This design comes from an exercise in tuning for small area, a short achievable clock period and few clock cycles on the open sky130 flow, not from production work. The RTL was checked by simulation tests, not by an equivalence proof against the original design. Power figures rest on the tool's default switching activity, not on a simulated workload.

**flow/run.sh**
```bash
#!/bin/bash
# synth_recipe.tcl (not shown) runs the flow's synth.tcl, then flattens the netlist and writes it again
# the make line also repeats each setting of config.mk as NAME=value (left out here)
make -C /OpenROAD-flow-scripts/flow DESIGN_CONFIG=/design/flow/config.mk WORK_HOME=/design/flow/orfs CLKGATE_MAP_FILE= SYNTH_SCRIPT=/design/flow/synth_recipe.tcl finish
```
**flow/config.mk**
```make
export PLATFORM = sky130hd
export DESIGN_NAME = lcd_img_ctrl
export DESIGN_NICKNAME = lcd_img_ctrl
export VERILOG_FILES = /design/flow/design.v
export SDC_FILE = /design/flow/constraint.sdc
export NUM_CORES = 4
export LEC_CHECK = 0
export CAP_MARGIN = 20
export CELL_PAD_IN_SITES_DETAIL_PLACEMENT = 1
export CELL_PAD_IN_SITES_GLOBAL_PLACEMENT = 2
export CORE_MARGIN = 2
export CORE_UTILIZATION = 25
export PLACE_DENSITY = 0.3
export SLEW_MARGIN = 20
```
**flow/constraint.sdc**
```tcl
create_clock -name core_clock -period 12.0 [get_ports {clk}]
set_input_delay 2.4000 -clock core_clock [delete_from_list [all_inputs] [get_ports {clk}]]
set_output_delay 2.4000 -clock core_clock [all_outputs]
set_load 0.01 [all_outputs]
```
**flow/design.v**
```verilog
module lcd_img_ctrl #(
   parameter int unsigned IMG_W = 8,
   parameter int unsigned DW    = 8,
   parameter int unsigned AW    = 6
) (
   input  logic          clk,
   input  logic          reset,
   input  logic [3:0]    cmd,
   input  logic          cmd_valid,
   output logic          IROM_rd,
   output logic [AW-1:0] IROM_A,
   input  logic [DW-1:0] IROM_Q,
   output logic          IRAM_valid,
   output logic [DW-1:0] IRAM_D,
   output logic [AW-1:0] IRAM_A,
   output logic          busy,
   output logic          done
);
   localparam int NPIX = 64;
   function automatic logic [6:0] pe64(input logic [63:0] v);
      logic [7:0]  any8;
      logic [23:0] lo;
      logic [2:0]  g;
      logic        f;
      for (int i = 0; i < 8; i++) begin
         any8[i] = |v[i*8 +: 8];
         lo[i*3 +: 3] = 3'd0;
         for (int j = 7; j >= 0; j--) if (v[i*8 + j]) lo[i*3 +: 3] = 3'(j);
      end
      g = 3'd0;
      for (int i = 7; i >= 0; i--) if (any8[i]) g = 3'(i);
      f = |any8;
      pe64 = {f, g, lo[g*3 +: 3]};
   endfunction
   function automatic logic [63:0] dec64(input logic [5:0] a);
      dec64 = 64'd1 << a;
   endfunction
   function automatic logic [7:0] win_cols(input logic [2:0] c);
      win_cols = 8'b11 << (c - 3'd1);
   endfunction
   function automatic logic [7:0] nb_cols(input logic [2:0] c);
      logic [7:0] r;
      r = win_cols(c);
      if (c != 3'd7) r = r | (8'd1 << (c + 3'd1));
      if (c != 3'd1) r = r | (8'd1 << (c - 3'd2));
      nb_cols = r;
   endfunction
   logic [2:0]    x_q, y_q;              
   logic [7:0]    colW, rowW;            
   logic [7:0]    colN, rowN;            
   logic          fin_q;                 
   logic          s1_v, s1_fwd;
   logic [3:0]    s1_op;
   logic          s2_v;
   logic [7:0]    colS2, rowS2;          
   logic [DW-1:0] w_q [4];               
   logic          s2_mx, s2_mn, s2_avg, s2_perm;
   logic [7:0]    s2_src;
   logic          rv1;                   
   logic [AW-1:0] ra1;                   
   logic [NPIX-1:0] req_q;               
   logic [NPIX-1:0] dirty_q;             
   logic          wv1;
   logic [AW-1:0] wa1;
   logic [DW-1:0] img [0:NPIX-1];
   logic ready, s1_adv, take;
   logic [2:0] x_n, y_n;
   always_comb begin
      x_n = x_q;
      y_n = y_q;
      if (take) begin
         case (cmd)
            4'h1: if (y_q != 3'd1) y_n = y_q - 3'd1;
            4'h2: if (y_q != 3'd7) y_n = y_q + 3'd1;
            4'h3: if (x_q != 3'd1) x_n = x_q - 3'd1;
            4'h4: if (x_q != 3'd7) x_n = x_q + 3'd1;
            default: ;
         endcase
      end
   end
   logic [NPIX-1:0] winmask, nbmask;
   always_comb begin
      for (int p = 0; p < NPIX; p++) begin
         winmask[p] = rowW[p/8] & colW[p%8];
         nbmask[p]  = rowN[p/8] & colN[p%8];
      end
   end
   assign ready  = &(req_q | ~winmask);
   assign s1_adv = s1_v & ready;
   assign busy   = fin_q | (s1_v & ~ready);
   assign take   = cmd_valid & ~busy;
   logic [DW-1:0] rd_cls [4];
   always_comb begin
      for (int k = 0; k < 4; k++) begin
         logic [2:0] col, row;
         col = 3'd0;
         row = 3'd0;
         for (int c = 0; c < 8; c++) begin
            if (colW[c] && (c % 2) == k % 2) col = 3'(c);
            if (rowW[c] && (c % 2) == k / 2) row = 3'(c);
         end
         rd_cls[k] = img[{row, col}];
      end
   end
   logic [3:0] byp;
   always_comb begin
      for (int k = 0; k < 4; k++)
         byp[k] = rv1 & rowW[ra1[5:3]] & colW[ra1[2:0]] & (ra1[0] == k[0]) & (ra1[3] == k[1]);
   end
   function automatic logic [1:0] slot_cls(input logic [1:0] slot, input logic a, input logic b);
      slot_cls = {slot[1] ? b : ~b, slot[0] ? a : ~a};
   endfunction
   function automatic logic [1:0] cls_slot(input logic [1:0] k, input logic a, input logic b);
      cls_slot = {k[1] == b, k[0] == a};
   endfunction
   function automatic logic [1:0] perm_src(input logic [3:0] op, input logic [1:0] dst);
      logic [1:0] r;
      r = dst;
      case (op)
         4'h8: case (dst) 2'd0: r = 2'd1; 2'd1: r = 2'd3; 2'd3: r = 2'd2; default: r = 2'd0; endcase
         4'h9: case (dst) 2'd0: r = 2'd2; 2'd2: r = 2'd3; 2'd3: r = 2'd1; default: r = 2'd0; endcase
         4'hA: case (dst) 2'd0: r = 2'd2; 2'd2: r = 2'd0; 2'd1: r = 2'd3; default: r = 2'd1; endcase
         4'hB: case (dst) 2'd0: r = 2'd1; 2'd1: r = 2'd0; 2'd2: r = 2'd3; default: r = 2'd2; endcase
         default: r = dst;
      endcase
      perm_src = r;
   endfunction
   logic [7:0] s1_src;                   
   always_comb begin
      for (int k = 0; k < 4; k++)
         s1_src[k*2 +: 2] = slot_cls(perm_src(s1_op, cls_slot(2'(k), x_q[0], y_q[0])), x_q[0], y_q[0]);
   end
   logic ge01, ge02, ge03, ge12, ge13, ge23;
   assign ge01 = w_q[0] >= w_q[1];
   assign ge02 = w_q[0] >= w_q[2];
   assign ge03 = w_q[0] >= w_q[3];
   assign ge12 = w_q[1] >= w_q[2];
   assign ge13 = w_q[1] >= w_q[3];
   assign ge23 = w_q[2] >= w_q[3];
   logic [3:0] mxw, mnw;
   assign mxw[0] =  ge01 &  ge02 &  ge03;
   assign mxw[1] = ~ge01 &  ge12 &  ge13;
   assign mxw[2] = ~ge02 & ~ge12 &  ge23;
   assign mxw[3] = ~ge03 & ~ge13 & ~ge23;
   assign mnw[0] = ~ge01 & ~ge02 & ~ge03;
   assign mnw[1] =  ge01 & ~ge12 & ~ge13;
   assign mnw[2] =  ge02 &  ge12 & ~ge23;
   assign mnw[3] =  ge03 &  ge13 &  ge23;
   logic [DW+1:0] sum;
   logic [DW:0]   sum01, sum23;
   assign sum01 = {1'b0, w_q[0]} + {1'b0, w_q[1]};
   assign sum23 = {1'b0, w_q[2]} + {1'b0, w_q[3]};
   assign sum   = {1'b0, sum01} + {1'b0, sum23};
   logic [DW-1:0] r_cls [4];
   always_comb begin
      for (int k = 0; k < 4; k++) begin
         r_cls[k] = s2_avg ? sum[DW+1:2] : '0;
         for (int i = 0; i < 4; i++) begin
            if ((s2_mx & mxw[i]) | (s2_mn & mnw[i]) | (s2_perm & (s2_src[k*2 +: 2] == 2'(i))))
               r_cls[k] = r_cls[k] | w_q[i];
         end
      end
   end
   logic [3:0] colS2m4, rowS2m4;       
   always_comb begin
      for (int c = 0; c < 4; c++) begin
         colS2m4[c] = s2_v & (colS2[c] | colS2[c+4]);
         rowS2m4[c] = rowS2[c] | rowS2[c+4];
      end
   end
   logic ld_conf, ld_ok;
   assign ld_conf = colS2m4[ra1[1:0]] & rowS2m4[ra1[4:3]];
   assign ld_ok   = rv1 & ~ld_conf;
   logic [DW-1:0] lane [16];            
   always_comb begin
      for (int l = 0; l < 16; l++) begin
         if (colS2m4[l%4] & rowS2m4[l/4]) lane[l] = r_cls[{l[2], l[0]}];
         else                             lane[l] = IROM_Q;
      end
   end
   logic [NPIX-1:0] we_s2, we_ld, ra1_dec;
   assign ra1_dec = dec64(ra1);
   always_comb begin
      for (int p = 0; p < NPIX; p++) begin
         we_s2[p] = s2_v & rowS2[p/8] & colS2[p%8];
         we_ld[p] = ld_ok & ra1_dec[p];
      end
   end
   always_ff @(posedge clk) begin
      for (int p = 0; p < NPIX; p++) begin
         if (we_s2[p] | we_ld[p]) img[p] <= lane[((p/8)%4)*4 + (p%8)%4];
      end
   end
   logic [NPIX-1:0] need, m1, m2, lsel;
   logic [6:0]      lpick;
   assign need  = ~req_q & ~({NPIX{IROM_rd}} & dec64(IROM_A));
   assign m1    = need & winmask;
   assign m2    = need & nbmask;
   assign lsel  = (|m1) ? m1 : (|m2) ? m2 : need;
   assign lpick = pe64(lsel);
   logic [NPIX-1:0] dirty_e, d1, wsel;
   logic [6:0]      wpick;
   assign dirty_e = (dirty_q & ~({NPIX{wv1}} & dec64(wa1))) | we_s2 | we_ld;
   assign d1      = dirty_e & ~nbmask;
   assign wsel    = (|d1) ? d1 : dirty_e;
   assign wpick   = pe64(wsel);
   logic all_quiet;
   assign all_quiet = fin_q & ~s1_v & ~s2_v & ~(|dirty_e) & (&req_q) & ~IROM_rd & ~rv1 & ~wv1;
   always_ff @(posedge clk) begin
      if (s1_adv) begin
         for (int k = 0; k < 4; k++) begin
            if (s1_fwd)      w_q[k] <= r_cls[k];
            else if (byp[k]) w_q[k] <= IROM_Q;
            else             w_q[k] <= rd_cls[k];
         end
         s2_mx   <= s1_op == 4'h5;
         s2_mn   <= s1_op == 4'h6;
         s2_avg  <= s1_op == 4'h7;
         s2_perm <= s1_op >= 4'h8;
         s2_src  <= s1_src;
         colS2   <= colW;
         rowS2   <= rowW;
      end
      IRAM_D <= img[wa1];
      IRAM_A <= wa1;
      ra1    <= IROM_A;
      wa1    <= wpick[5:0];
   end
   always_ff @(posedge clk or posedge reset) begin
      if (reset) begin
         x_q        <= 3'd4;
         y_q        <= 3'd4;
         colW       <= win_cols(3'd4);
         rowW       <= win_cols(3'd4);
         colN       <= nb_cols(3'd4);
         rowN       <= nb_cols(3'd4);
         fin_q      <= 1'b0;
         s1_v       <= 1'b0;
         s1_fwd     <= 1'b0;
         s1_op      <= 4'h0;
         s2_v       <= 1'b0;
         rv1        <= 1'b0;
         req_q      <= '0;
         dirty_q    <= '0;
         wv1        <= 1'b0;
         IROM_rd    <= 1'b1;
         IROM_A     <= AW'(27);
         IRAM_valid <= 1'b0;
         done       <= 1'b0;
      end else begin
         x_q  <= x_n;
         y_q  <= y_n;
         colW <= win_cols(x_n);
         rowW <= win_cols(y_n);
         colN <= nb_cols(x_n);
         rowN <= nb_cols(y_n);
         if (take && cmd == 4'h0) fin_q <= 1'b1;
         if (take && cmd >= 4'h5 && cmd <= 4'hB) begin
            s1_v   <= 1'b1;
            s1_op  <= cmd;
            s1_fwd <= s1_adv;
         end else if (s1_adv) begin
            s1_v   <= 1'b0;
         end
         s2_v <= s1_adv;
         rv1     <= IROM_rd;
         IROM_rd <= lpick[6];
         IROM_A  <= lpick[5:0];
         req_q   <= (req_q | ({NPIX{IROM_rd}} & dec64(IROM_A))) & ~({NPIX{rv1 & ld_conf}} & ra1_dec);
         dirty_q    <= dirty_e;
         wv1        <= wpick[6];
         IRAM_valid <= wv1;
         if (all_quiet) done <= 1'b1;
      end
   end
endmodule
```
==> out/qor.txt <==
status - finished clean
Synth area leaders - edfxtp_1 37%, dfrtp_1 9.0%, nand2_1 4.8%
Initial Utilization - 25.15%
HPWL after detailed placement - 316,000 microns
initial DRC count - 8,844
Clock Tree Root - clkbuf_16
P per Cell Area - 364.7 nW/um^2
post-synthesis sequential area ratio - 48.54%
Synth Instances - 4,638
Post-Synthesis Net Count - 4,746
CTS Buf Count - 98
Core Util, Final - 29.46%
Die Span Y - 433.2 microns
TritonRoute pass-1 iters - 12
Clock Tree Buf Depth - 3
TritonCTS clock tree - yes
Lkg Pwr - 19.14 nW
max-cap violation count - 0
largest net degree at the start of global routing - 67
Worst Setup Start Kind - register
Setup TNS - 0 ps
Clk pin slew, worst setup/hold paths - 60 ps
WP data required - 12,650 ps
post-synthesis cell area - 46,050 sq um
GP Congestion - 1.052
Place WS - 4784 ps
commonest non-fill, non-tap cell in the layout - nand2_1
Reg area - 22,360 sq um
Multi-input gate area - 22,360 sq um
core outline area - 183,100 sq um
Final ANT Viol Nets - 0
Port Buffer Count - 38
placed cells - 7,122
fin cells - 7,335
ys async rst share - 23.63%
RSZ-0062 raised after global routing - no
Residual DRC - 0
clock tree sinks - 783
area leader, netlist - edfxtp_1
Final Cycle Share - 62.02%
final worst slack - 4558 ps
wire per inst - 54.70 microns
Period minus WS final - 7442 ps
FF+latch count, synth - 783
row cnt - 157
f_max - 0.1344 GHz
CTS Hold Bufs - 0
Final Hold Viols - 0
Post-CTS Setup Repair Bufs - 0
Synth Flop Type - edfxtp_1
Avg Cell Area, Syn - 9.928 sq um
Slew Viols, Final - 0
Post-CTS Resized - 0
Worst Clk Skew - 59.29 ps
IR drop worst, VDD - 0.0002080 V
layout overhead on the synthesized area - 17.15%
post-synth top area share - 37.30%
Crit Path Class - reg -> reg
Slew headroom - 10.57%
share of cells above drive strength 1 - 12.06%
initial antenna violation count - 61
EDFF count, synth - 572
GR Util All Layers - 41.78%
die width - 433.2 microns
Die Area - 187,600 sq um
first-pass GRT wire length - 510,600 microns
Nets - 4,869
vias - 49,730
Setup violations, final - 0
I/O pins - 39
library cells used by synthesis - 114
Hold/Removal Path Class - reg -> reg
crit end category - register
vias in the first global route - 46,410
Warnings, synthesis - 6
most frequent cells in the layout - 592 x nand2_1, 572 x edfxtp_1, 305 x o21ai_0
vias per cell - 6.780
WHS - 509.4 ps
Worst-Skew Late Latency - 780 ps
Routed WL - 401,200 microns
# fillers - 20,680
H-Tree Depth - 3
worst-path fanout max - 42
Slew @ Worst Pin - 1336 ps
global route overflow - 0
CP arrival - 8100 ps
## synthesized netlist by cell type (all sizes together) (12+ instances only)
| library cell | number |
|---|---|
| nand2 | 593 |
| edfxtp | 572 |
| o21ai | 366 |
| a21oi | 304 |
| nor2 | 303 |
| a22oi | 262 |
| clkbuf | 193 |
| dfrtp | 166 |
| a221oi | 150 |
| inv | 126 |
| a22o | 117 |
| nand4 | 100 |
| a222oi | 94 |
| a211oi | 90 |
| nand3 | 86 |
| buf | 79 |
| ha | 77 |
| nand2b | 73 |
| and3 | 65 |
| a21o | 64 |
| and2 | 58 |
| nor3 | 56 |
| o22ai | 45 |
| nor4 | 43 |
| o21bai | 36 |
| nor2b | 33 |
| o211ai | 33 |
| dfxtp | 26 |
| a31oi | 25 |
| a21boi | 23 |
| a2111oi | 21 |
| a221o | 21 |
| mux2i | 21 |
| dfstp | 19 |
| fa | 16 |
| o31ai | 16 |
| nand3b | 14 |
| o21a | 14 |
| o2111ai | 12 |
| o221ai | 12 |
## worst max-delay path: stages (launching register included)
cell and delay [ps]:
dfxtp_1 920, nor2b_1 450, and2_1 600, nand2_1 290, o21ai_2 970, nor2_2 240, inv_1 180, a222oi_1 110
and3_1 250, nand4_1 90, buf_4 420, nor2_2 160, buf_4 260, o21ai_0 410, nand4_1 370, nor3b_1 270
a211oi_2 540, mux4_2 570, mux2i_1 170
## state kept, by name, indices dropped and copies added, names as in the netlist, 8 cells and up
register / flops
img: 512
dirty_q: 64
req_q: 64
w_q: 32
IRAM_D: 8
colN: 8
colS2: 8
colW: 8
rowN: 8
rowS2: 8
rowW: 8
s2_src: 8
## layout make-up
cell class,instances,share of cell area [%]
clock inverter,49,1.076
multi-input combinational,3456,41.44
antenna,29,0.1345
tap,2464,5.715
clock buffer,132,4.991
timing repair buffer,295,4.298
inverter,127,0.8976
sequential,783,41.45
## through the flow
step / total power [mW] / area [sq um]
after floorplan: 9.808 / 46050
after detailed placement: 15.90 / 50560
after global routing: 20.03 / 53890
after CTS: 19.09 / 53830
final: 19.67 / 53940
after global placement: 16.00 / 50540
## layer usage
layer  wire [microns]  GRT usage (%)  part of all wire [%]
met5              233              0                 0.058
met4            21310          18.76                   5.3
met3            46750          13.78                    12
met2           160800          58.06                    40
met1           172100          58.14                    43
## kinds of logic (layout without fill, tap and decap cells)
group | count (synthesis) | after routing | share of synthesized area, %
AO/OA/AOI/OAI | 1784 | 1784 | 27.25
AND/OR/NAND/NOR | 1526 | 1526 | 16.47
flip-flops | 783 | 783 | 48.54
buffers and inverters | 399 | 603 | 3.581
adder cells (fa/ha/maj) | 93 | 93 | 2.788
multiplexers | 40 | 40 | 1.117
XOR/XNOR | 13 | 13 | 0.2473
other | 0 | 29 | 0
## power breakdown
group          switching [mW]  internal [mW]
clock                    1.34           1.81
combinational            8.67           3.03
sequential               1.16           3.67
## final timing paths
kind,startpoint,to,slack [ps],cells past startpoint
max reg2reg,ra1[3],wa1[2],4560,18
max in group asynchronous,reset,dirty_q[43],8410,3
min in group asynchronous,reset,req_q[37],2090,2
max,ra1[3],wa1[2],4560,18
min reg2reg,s1_v,s1_v,510,1
min,s1_v,s1_v,510,1
Testbench counts, summed over its fixed seeds: cycles 4,539.

static timing again, ports no longer ideal:
The results above use ideal ports. As a check the final layout listed here was re-extracted and re-timed, cells and wires unchanged. Step 1: set_driving_cell puts a clkbuf_16 on clk and a buf_2 on each other input, an assumption about the parent block. Step 2, shift: input delay + t, output delay - t, t = (earliest + latest rising clock arrival at the registers) / 2. This alone moves slack from input paths to output paths. a / b / c = ideal ports / drivers / drivers and shift; a / b = the first two.
t, ns: 0.830
setup WS [ns]: 4.558 / 4.558 / 4.558
worst register clock-pin slew, ns: 0.07 / 0.07
After both steps setup and hold are still met in this run. For this run, drivers alone change the setup slack by 0.000 ns; drivers and shift together by 0.000 ns.
